What follows belongs to an exercise in optimizing a design on an open flow for small area, a short achievable clock period and few clock cycles per item; a production flow would make more cautious choices. The RTL was checked by simulation tests, not by an equivalence proof against the original design.

// dds_sine_sample_generator
module dds_sine_sample_generator (
    input  logic                  clk,
    input  logic                  rst_n,
    input  logic                  in_valid,
    output logic                  in_ready,
    input  logic                  restart,
    output logic                  out_valid,
    input  logic                  out_ready,
    output dds_pkg::code_t        sample,
    input  logic                  cfg_valid,
    output logic                  cfg_ready,
    input  logic [1:0]            cfg_index,
    input  logic [31:0]           cfg_data
);
Size: about 17000 µm² of cells after synthesis.
export LEC_CHECK = 0
export CAP_MARGIN = 20
export CORE_MARGIN = 2
export CORE_UTILIZATION = 40
export SLEW_MARGIN = 20
create_clock -name core_clock -period 11.0 [get_ports {clk}]
standard.sh (not shown) runs the stock make flow with config.mk's settings and CLKGATE_MAP_FILE= SYNTH_SCRIPT=/design/flow/synth_recipe.tcl, a recipe that flattens the netlist after the stock synthesis.
==> flow/flow/run.sh <==
#!/bin/bash
# The standard layout (the standard.sh) with changes to how it is made:
#  - after the standard synthesis, flow/fa_polarity.py removes inverter
#    pairs around full-adder cells (a full adder is self-dual, so an adder
#    whose inputs all arrive inverted can take the plain inputs and give
#    inverted outputs); the netlist's function and registers are unchanged;
#  - port buffers use a plain buffer cell instead of the delay cell the
#    resizer picks by default;
set -euo pipefail
run_std() {
  bash standard.sh \
  "SETUP_SLACK_MARGIN=7.6" \
  "CTS_CLUSTER_SIZE=20" \
  "CTS_CLUSTER_DIAMETER=60" \
  "BUFFER_PORTS_ARGS=-buffer_cell sky130_fd_sc_hd__buf_2" \
  "$@"
}
run_std synth > standard_synth.log 2>&1
R=orfs/results/${FLOW_PLATFORM}/dds_sine_sample_generator/base
python3 flow/fa_polarity.py $R/1_2_yosys.v $R/1_2_yosys_pol.v > fa_polarity.log 2>&1
cp $R/1_2_yosys.v $R/1_2_yosys_orig.v
mv $R/1_2_yosys_pol.v $R/1_2_yosys.v
rm -f $R/1_synth.odb $R/1_synth.sdc
run_std finish > standard_flow.log 2>&1
Other scripts of this flow, unchanged in this note and not shown: flow/flow/fa_polarity.py
Testbench counts at the start, summed over its fixed seeds: cycles 16,016, items 16,000.
==> next run, changes <==
--- a/flow/flow/run.sh
+++ b/flow/flow/run.sh
@@ -12,4 +12,3 @@
   "SETUP_SLACK_MARGIN=7.6" \
-  "CTS_CLUSTER_SIZE=20" \
-  "CTS_CLUSTER_DIAMETER=60" \
+  "CORE_UTILIZATION=55" \
   "BUFFER_PORTS_ARGS=-buffer_cell sky130_fd_sc_hd__buf_2" \
Effect: Routed wire length increases slightly. Area after synthesis stays the same. Count of clock-buffer cells in the layout increases by 9. Utilization increases by 17 points.
==> next run, changes <==
--- a/flow/flow/run.sh
+++ b/flow/flow/run.sh
@@ -12,3 +12,2 @@
   "SETUP_SLACK_MARGIN=7.6" \
-  "CORE_UTILIZATION=55" \
   "BUFFER_PORTS_ARGS=-buffer_cell sky130_fd_sc_hd__buf_2" \
Sequential share of layout area decreases by 0.34 points.
Design area increases by 0.98%.
Via count decreases by 0.90%.
Utilization decreases by 17 points.
==> next run, changes <==
--- a/flow/flow/run.sh
+++ b/flow/flow/run.sh
@@ -12,2 +12,5 @@
   "SETUP_SLACK_MARGIN=7.6" \
+  "CTS_CLUSTER_SIZE=24" \
+  "CTS_CLUSTER_DIAMETER=60" \
+  "CTS_BUF_LIST=sky130_fd_sc_hd__clkbuf_8" \
   "BUFFER_PORTS_ARGS=-buffer_cell sky130_fd_sc_hd__buf_2" \
Fmax climbs by 2.3%.
Final cell count came out lower by 0.40%.
Critical path depth went up by 1.
Synthesized area is unchanged.
Flip-flop and latch count stays the same.
Hold slack gains 0.0091 ns.
Via count drops by 0.80%.
Clock-buffer cell count is lower by 10.
Wire length decreases by 1.2%.
==> next run, changes <==
--- a/flow/flow/run.sh
+++ b/flow/flow/run.sh
@@ -11,6 +11,3 @@
   bash standard.sh \
-  "SETUP_SLACK_MARGIN=7.6" \
-  "CTS_CLUSTER_SIZE=24" \
-  "CTS_CLUSTER_DIAMETER=60" \
-  "CTS_BUF_LIST=sky130_fd_sc_hd__clkbuf_8" \
+  "SETUP_SLACK_MARGIN=7.4" \
   "BUFFER_PORTS_ARGS=-buffer_cell sky130_fd_sc_hd__buf_2" \
What happened:
- maximum frequency is lower by a few percent
- synthesized cell count does not change
- worst setup slack gets worse by 0.20 ns
- global-route usage goes down by 0.20 points
- critical path depth went down by 2
- sequential share of layout area stays flat

* * *

dds_sine_sample_generator again, from the RTL that the note above started with.
clock: 11.0 ns
lec_check: 0
cap_margin: 20
core_margin: 2
core_utilization: 40
slew_margin: 20
==> flow/flow/run.sh <==
#!/bin/bash
# The standard layout (the standard.sh) with changes to how it is made:
#  - after the standard synthesis, flow/fa_polarity.py removes inverter
#    pairs around full-adder cells (a full adder is self-dual, so an adder
#    whose inputs all arrive inverted can take the plain inputs and give
#    inverted outputs); the netlist's function and registers are unchanged;
#  - port buffers use a plain buffer cell instead of the delay cell the
#    resizer picks by default;
set -euo pipefail
run_std() {
  bash standard.sh \
  "SETUP_SLACK_MARGIN=7.75" \
  "BUFFER_PORTS_ARGS=-buffer_cell sky130_fd_sc_hd__buf_2" \
  "$@"
}
run_std synth > standard_synth.log 2>&1
R=orfs/results/${FLOW_PLATFORM}/dds_sine_sample_generator/base
python3 flow/fa_polarity.py $R/1_2_yosys.v $R/1_2_yosys_pol.v > fa_polarity.log 2>&1
cp $R/1_2_yosys.v $R/1_2_yosys_orig.v
mv $R/1_2_yosys_pol.v $R/1_2_yosys.v
rm -f $R/1_synth.odb $R/1_synth.sdc
run_std finish > standard_flow.log 2>&1
Other scripts of this flow, unchanged in this note and not shown: flow/flow/fa_polarity.py
The baseline passed the timing, DRC and antenna checks.
Testbench counts at the start, summed over its fixed seeds: cycles 16,016, items 16,000.
Rerun with:
--- a/flow/flow/run.sh
+++ b/flow/flow/run.sh
@@ -12 +12,4 @@
-  "SETUP_SLACK_MARGIN=7.75" \
+  "SETUP_SLACK_MARGIN=7.6" \
+  "CTS_CLUSTER_SIZE=20" \
+  "CTS_CLUSTER_DIAMETER=60" \
+  "CTS_BUF_LIST=sky130_fd_sc_hd__clkbuf_8" \
Critical path depth increases by 2.
Cell count decreases by 1.4%.
Rerun with:
--- a/flow/flow/run.sh
+++ b/flow/flow/run.sh
@@ -12 +12 @@
-  "SETUP_SLACK_MARGIN=7.6" \
+  "SETUP_SLACK_MARGIN=7.5" \
@@ -15 +14,0 @@
-  "CTS_BUF_LIST=sky130_fd_sc_hd__clkbuf_8" \
Effect: Wire length climbs by 1.9%; critical path depth drops by 2; synthesized area stays the same; design area hardly moves; global-route usage hardly moves; clock skew drops by 0.0091 ns; worst hold slack loses 0.0063 ns; final cell count drops by 0.54%.
Rerun with:
--- a/flow/flow/run.sh
+++ b/flow/flow/run.sh
@@ -12 +12,2 @@
-  "SETUP_SLACK_MARGIN=7.5" \
+  "SETUP_SLACK_MARGIN=7.6" \
+  "TNS_END_PERCENT=30" \
@@ -14,0 +16 @@
+  "CTS_BUF_LIST=sky130_fd_sc_hd__clkbuf_8" \
The changed run finished clean.
First-iteration DRC count goes up by a few percent.
Design area drops slightly.
Clock-buffer cell count drops by 3.
Hold slack gets better by 0.0047 ns.
Worst setup slack is better by 0.034 ns.
Final cell count came out higher slightly.
Non-clock buffer count came out higher by 8.
Rerun with:
--- a/flow/flow/run.sh
+++ b/flow/flow/run.sh
@@ -12,2 +12 @@
-  "SETUP_SLACK_MARGIN=7.6" \
-  "TNS_END_PERCENT=30" \
+  "SETUP_SLACK_MARGIN=7.65" \
Hold slack is about the same; cell area increases by 0.63%; final cell count stays flat; clock skew increases by 0.025 ns; synthesized cell count is unchanged; die area is unchanged; via count decreases by 1.0%; first-iteration DRC count decreases by 11%; utilization increases by 0.29 points; setup slack is better by 0.038 ns.

* * *

Starting RTL as in the previous note.
export LEC_CHECK = 0
export CAP_MARGIN = 20
export CORE_MARGIN = 2
export CORE_UTILIZATION = 40
export SLEW_MARGIN = 20
create_clock -name core_clock -period 11.0 [get_ports {clk}]
==> flow/flow/run.sh <==
#!/bin/bash
# The standard layout (the standard.sh) with changes to how it is made:
#  - after the standard synthesis, flow/fa_polarity.py removes inverter
#    pairs around full-adder cells (a full adder is self-dual, so an adder
#    whose inputs all arrive inverted can take the plain inputs and give
#    inverted outputs); the netlist's function and registers are unchanged;
#  - port buffers use a plain buffer cell instead of the delay cell the
#    resizer picks by default;
set -euo pipefail
run_std() {
  bash standard.sh \
  "SETUP_SLACK_MARGIN=7.7" \
  "CTS_CLUSTER_SIZE=20" \
  "CTS_CLUSTER_DIAMETER=60" \
  "BUFFER_PORTS_ARGS=-buffer_cell sky130_fd_sc_hd__buf_2" \
  "$@"
}
run_std synth > standard_synth.log 2>&1
R=orfs/results/${FLOW_PLATFORM}/dds_sine_sample_generator/base
python3 flow/fa_polarity.py $R/1_2_yosys.v $R/1_2_yosys_pol.v > fa_polarity.log 2>&1
cp $R/1_2_yosys.v $R/1_2_yosys_orig.v
mv $R/1_2_yosys_pol.v $R/1_2_yosys.v
rm -f $R/1_synth.odb $R/1_synth.sdc
run_std finish > standard_flow.log 2>&1
Other scripts of this flow, unchanged in this note and not shown: flow/flow/fa_polarity.py
Testbench counts at the start, summed over its fixed seeds: cycles 16,016, items 16,000.
Rerun with:
--- a/flow/flow/run.sh
+++ b/flow/flow/run.sh
@@ -11,6 +11,5 @@
   bash standard.sh \
   "SETUP_SLACK_MARGIN=7.7" \
-  "CTS_CLUSTER_SIZE=20" \
-  "CTS_CLUSTER_DIAMETER=60" \
+  "CTS_BUF_LIST=sky130_fd_sc_hd__clkbuf_8" \
   "BUFFER_PORTS_ARGS=-buffer_cell sky130_fd_sc_hd__buf_2" \
   "$@"
Via count climbs slightly.
Count of clock-buffer cells in the layout went up by 25.
Worst setup slack is better by 34 ps.
Final area goes up slightly.
Core utilization goes up by 0.20 points.
Global-route usage rose by 0.40 points.
Hold slack gets worse by 4.5 ps.
Rerun with:
--- a/flow/flow/run.sh
+++ b/flow/flow/run.sh
@@ -10,6 +10,8 @@
 run_std() {
   bash standard.sh \
-  "SETUP_SLACK_MARGIN=7.7" \
+  "SETUP_SLACK_MARGIN=7.6" \
   "CTS_BUF_LIST=sky130_fd_sc_hd__clkbuf_8" \
+  "SLEW_MARGIN=0" \
+  "CAP_MARGIN=0" \
   "BUFFER_PORTS_ARGS=-buffer_cell sky130_fd_sc_hd__buf_2" \
   "$@"
Synthesized cell count stays the same.
Critical path depth goes up by 2.
Core utilization goes down by 0.84 points.
Via count goes down by 1.9%.
Synthesized area does not change.
Design area goes down by about 1.8%.
Cell count goes down by 1.0%.
Global-route usage goes down by 0.24 points.
Worst setup slack got worse by 13 ps.
Rerun with:
--- a/flow/flow/run.sh
+++ b/flow/flow/run.sh
@@ -11,7 +11,7 @@
   bash standard.sh \
   "SETUP_SLACK_MARGIN=7.6" \
+  "CTS_CLUSTER_SIZE=16" \
+  "CTS_CLUSTER_DIAMETER=50" \
   "CTS_BUF_LIST=sky130_fd_sc_hd__clkbuf_8" \
-  "SLEW_MARGIN=0" \
-  "CAP_MARGIN=0" \
   "BUFFER_PORTS_ARGS=-buffer_cell sky130_fd_sc_hd__buf_2" \
   "$@"
Worst hold slack gets better by 3.1 ps.
Setup slack gets better by 28 ps.
Utilization fell by 0.11 points.
Wire length is higher by 0.45%.
First-iteration DRC count came out lower by 7.7%.
Rerun with:
--- a/flow/flow/run.sh
+++ b/flow/flow/run.sh
@@ -13,5 +13,4 @@
   "CTS_CLUSTER_SIZE=16" \
   "CTS_CLUSTER_DIAMETER=50" \
-  "CTS_BUF_LIST=sky130_fd_sc_hd__clkbuf_8" \
   "BUFFER_PORTS_ARGS=-buffer_cell sky130_fd_sc_hd__buf_2" \
   "$@"
The changed run passed the timing, DRC and antenna checks. Register-to-register slack got worse by 20 ps. Wire length barely changes. Via count stays flat. Critical path depth climbs by 7. Die area is unchanged. Cell count decreases by 0.35%. Hold slack is about the same.

* * *

== run 1 ==
dds_sine_sample_generator, a different RTL version from the one above (not shown whole).
For scale: roughly 1600 cells after synthesis, roughly 220 flip-flops, about 55 I/O pins, ~17000 sq um of cells after synthesis.
==> flow/config.mk <==
export PLATFORM = sky130hd
export DESIGN_NAME = dds_sine_sample_generator
export DESIGN_NICKNAME = dds_sine_sample_generator
export VERILOG_FILES = /design/flow/design.v
export SDC_FILE = /design/flow/constraint.sdc
export NUM_CORES = 4
export LEC_CHECK = 0
export CAP_MARGIN = 20
export CORE_MARGIN = 2
export CORE_UTILIZATION = 40
export SLEW_MARGIN = 20
==> flow/constraint.sdc <==
create_clock -name core_clock -period 11.0 [get_ports {clk}]
set_input_delay 2.2000 -clock core_clock [delete_from_list [all_inputs] [get_ports {clk}]]
set_output_delay 2.2000 -clock core_clock [all_outputs]
set_load 0.01 [all_outputs]
==> flow/flow/run.sh <==
#!/bin/bash
# The standard layout (the standard.sh) with three changes to how it is
# made: port buffers use a plain buffer cell instead of the delay cell the
# resizer picks by default; setup repair aims at a margin below the clock
# period; and repair works on the worst path only (TNS_END_PERCENT).
set -euo pipefail
bash standard.sh \
  "SETUP_SLACK_MARGIN=7.4" \
  "TNS_END_PERCENT=100" \
  "BUFFER_PORTS_ARGS=-buffer_cell sky130_fd_sc_hd__buf_2" \
  finish > standard_flow.log 2>&1
Testbench counts of run 1, summed over its fixed seeds: cycles 16,016, items 16,000.
The inputs of run 2 differ from those of run 1 as listed below.
-- flow/flow/run.sh --
<<< run 1, line 7
bash standard.sh \
  "SETUP_SLACK_MARGIN=7.4" \
  "TNS_END_PERCENT=100" \
>>> run 2, line 7
bash standard.sh \
  "SETUP_SLACK_MARGIN=7.6" \
  "TNS_END_PERCENT=100" \
## What came out
- Comparing run 2 against run 1, there is no change at all in number of placement rows.
- Compared to run 1, run 2 has number of non-clock buffers 20 higher.
- The total wire length of run 2 and that of run 1 are within noise of each other.
- Lower overall fraction of global-route tracks in use was reported by run 1, not run 2.
- Final design utilization is lower on run 1
- Final worst slack deteriorates in run 2 relative to run 1.
- Diff run 1 -> run 2 | first-pass GRT wire length | increase of 760 um
- Relative to run 1, insertion delay of the later-clocked pin in the worst-skew pair has gone down in run 2.

* * *

## before
Another version of the RTL of dds_sine_sample_generator (not shown whole).
Size in the first run: ~230 flip-flops, roughly 55 I/O pins, about 17000 sq um of cells after synthesis.
clock: 11.0 ns
lec_check: 0
cap_margin: 20
core_margin: 2
core_utilization: 40
slew_margin: 20
==> flow/flow/run.sh <==
#!/bin/bash
# Standard ORFS layout, with port buffers of a plain buffer cell and the
# setup repair aiming for margin below the clock period.
set -euo pipefail
bash standard.sh \
  "SETUP_SLACK_MARGIN=7.9" \
  "BUFFER_PORTS_ARGS=-buffer_cell sky130_fd_sc_hd__buf_2" \
  finish > standard_flow.log 2>&1
Every stage of the flow completed for before, and the final layout passed the timing, DRC and antenna checks.
Testbench counts of before, summed over its fixed seeds: cycles 16,016, items 16,000.
[inputs] after vs before
==> flow/flow/run.sh <==
#!/bin/bash
# The standard layout (the standard.sh) with three changes to how it is
# made: port buffers use a plain buffer cell instead of the delay cell the
# resizer picks by default; setup repair aims at a margin below the clock
# period; and repair works on the worst path only (TNS_END_PERCENT).
set -euo pipefail
bash standard.sh \
  "SETUP_SLACK_MARGIN=7.8" \
  "TNS_END_PERCENT=0" \
  "BUFFER_PORTS_ARGS=-buffer_cell sky130_fd_sc_hd__buf_2" \
  finish > standard_flow.log 2>&1
==> comparison <==
- Looking only at global-route wire length before repair, and setting everything else aside, the higher value of after and before goes to before.
- after ends up with a core utilization that is 3.7 points lower than in before.
- after closes out successfully: all stages finished, all timing, DRC and antenna checks passed.
- The global-route track usage on met1 reported for after is smaller than that of before by 1.2 points.
- Compared with before, after shows a higher data arrival time of the worst path.
- Delta (after minus before): final worst-path cycle share saw an increase, final cell area excluding filler cells saw a decrease.

-- afterwards: timing with drivers on the ports --
No port has a modelled driver above. Below, the same layouts with a new extraction and two added sets of constraints. Step 1, drivers: a clkbuf_16 drives clk and a buf_2 each remaining input, both assumed. Step 2 adds t to the input delays and takes it off the output delays; t is the mean of the earliest and latest rising clock arrival at the registers after step 1. Input paths then give back, and output paths get back, about the clock's delay inside the block. a / b / c = no drivers / after step 1 / after step 2; a / b = the first two.
run | t (ns) | slack for setup (ns) | hold slack, ns | worst setup path after step 2 | slew at the worst register clock pin (ns)
the first run of note 1 | 0.575 | 7.658 / 7.658 / 7.276 | 0.491 / 0.491 / 0.491 | input to register | 0.08 / 0.08
the second run of note 1 | 0.573 | 7.609 / 7.609 / 7.334 | 0.488 / 0.488 / 0.488 | input to register | 0.06 / 0.06
the third run of note 1 | 0.595 | 7.608 / 7.608 / 7.283 | 0.487 / 0.487 / 0.487 | input to register | 0.06 / 0.06
the fourth run of note 1 | 0.626 | 7.684 / 7.639 / 7.125 | 0.496 / 0.496 / 0.496 | input to register | 0.11 / 0.11
the fifth run of note 1 | 0.594 | 7.481 / 7.481 / 7.344 | 0.484 / 0.484 / 0.484 | input to register | 0.06 / 0.06
the first run of note 2 | 0.601 | 7.599 / 7.599 / 7.487 | 0.487 / 0.487 / 0.487 | input to register | 0.06 / 0.06
the second run of note 2 | 0.626 | 7.684 / 7.639 / 7.125 | 0.496 / 0.496 / 0.496 | input to register | 0.11 / 0.11
the third run of note 2 | 0.583 | 7.578 / 7.578 / 7.119 | 0.490 / 0.490 / 0.490 | input to register | 0.07 / 0.07
the fourth run of note 2 | 0.628 | 7.611 / 7.599 / 7.148 | 0.494 / 0.494 / 0.494 | input to register | 0.11 / 0.11
the fifth run of note 2 | 0.613 | 7.650 / 7.650 / 7.251 | 0.494 / 0.494 / 0.494 | input to register | 0.11 / 0.11
the first run of note 3 | 0.585 | 7.604 / 7.604 / 7.435 | 0.486 / 0.486 / 0.486 | input to register | 0.08 / 0.08
the second run of note 3 | 0.641 | 7.638 / 7.638 / 7.339 | 0.481 / 0.481 / 0.481 | input to register | 0.08 / 0.08
the third run of note 3 | 0.611 | 7.625 / 7.625 / 7.149 | 0.486 / 0.486 / 0.486 | input to register | 0.07 / 0.07
the fourth run of note 3 | 0.649 | 7.653 / 7.601 / 7.109 | 0.489 / 0.489 / 0.489 | input to register | 0.10 / 0.10
the fifth run of note 3 | 0.611 | 7.636 / 7.636 / 7.133 | 0.487 / 0.487 / 0.487 | input to register | 0.07 / 0.07
run 1 | 0.589 | 7.388 / 7.388 / 7.225 | 0.486 / 0.486 / 0.486 | input to register | 0.07 / 0.07
run 2 | 0.573 | 7.311 / 7.311 / 7.311 | 0.485 / 0.485 / 0.485 | register to register | 0.06 / 0.06
before | 0.595 | 7.614 / 7.614 / 7.310 | 0.487 / 0.487 / 0.487 | input to register | 0.07 / 0.07
after | 0.593 | 7.571 / 7.571 / 7.286 | 0.485 / 0.485 / 0.485 | input to register | 0.07 / 0.07
After both steps every run listed still meets setup and hold.
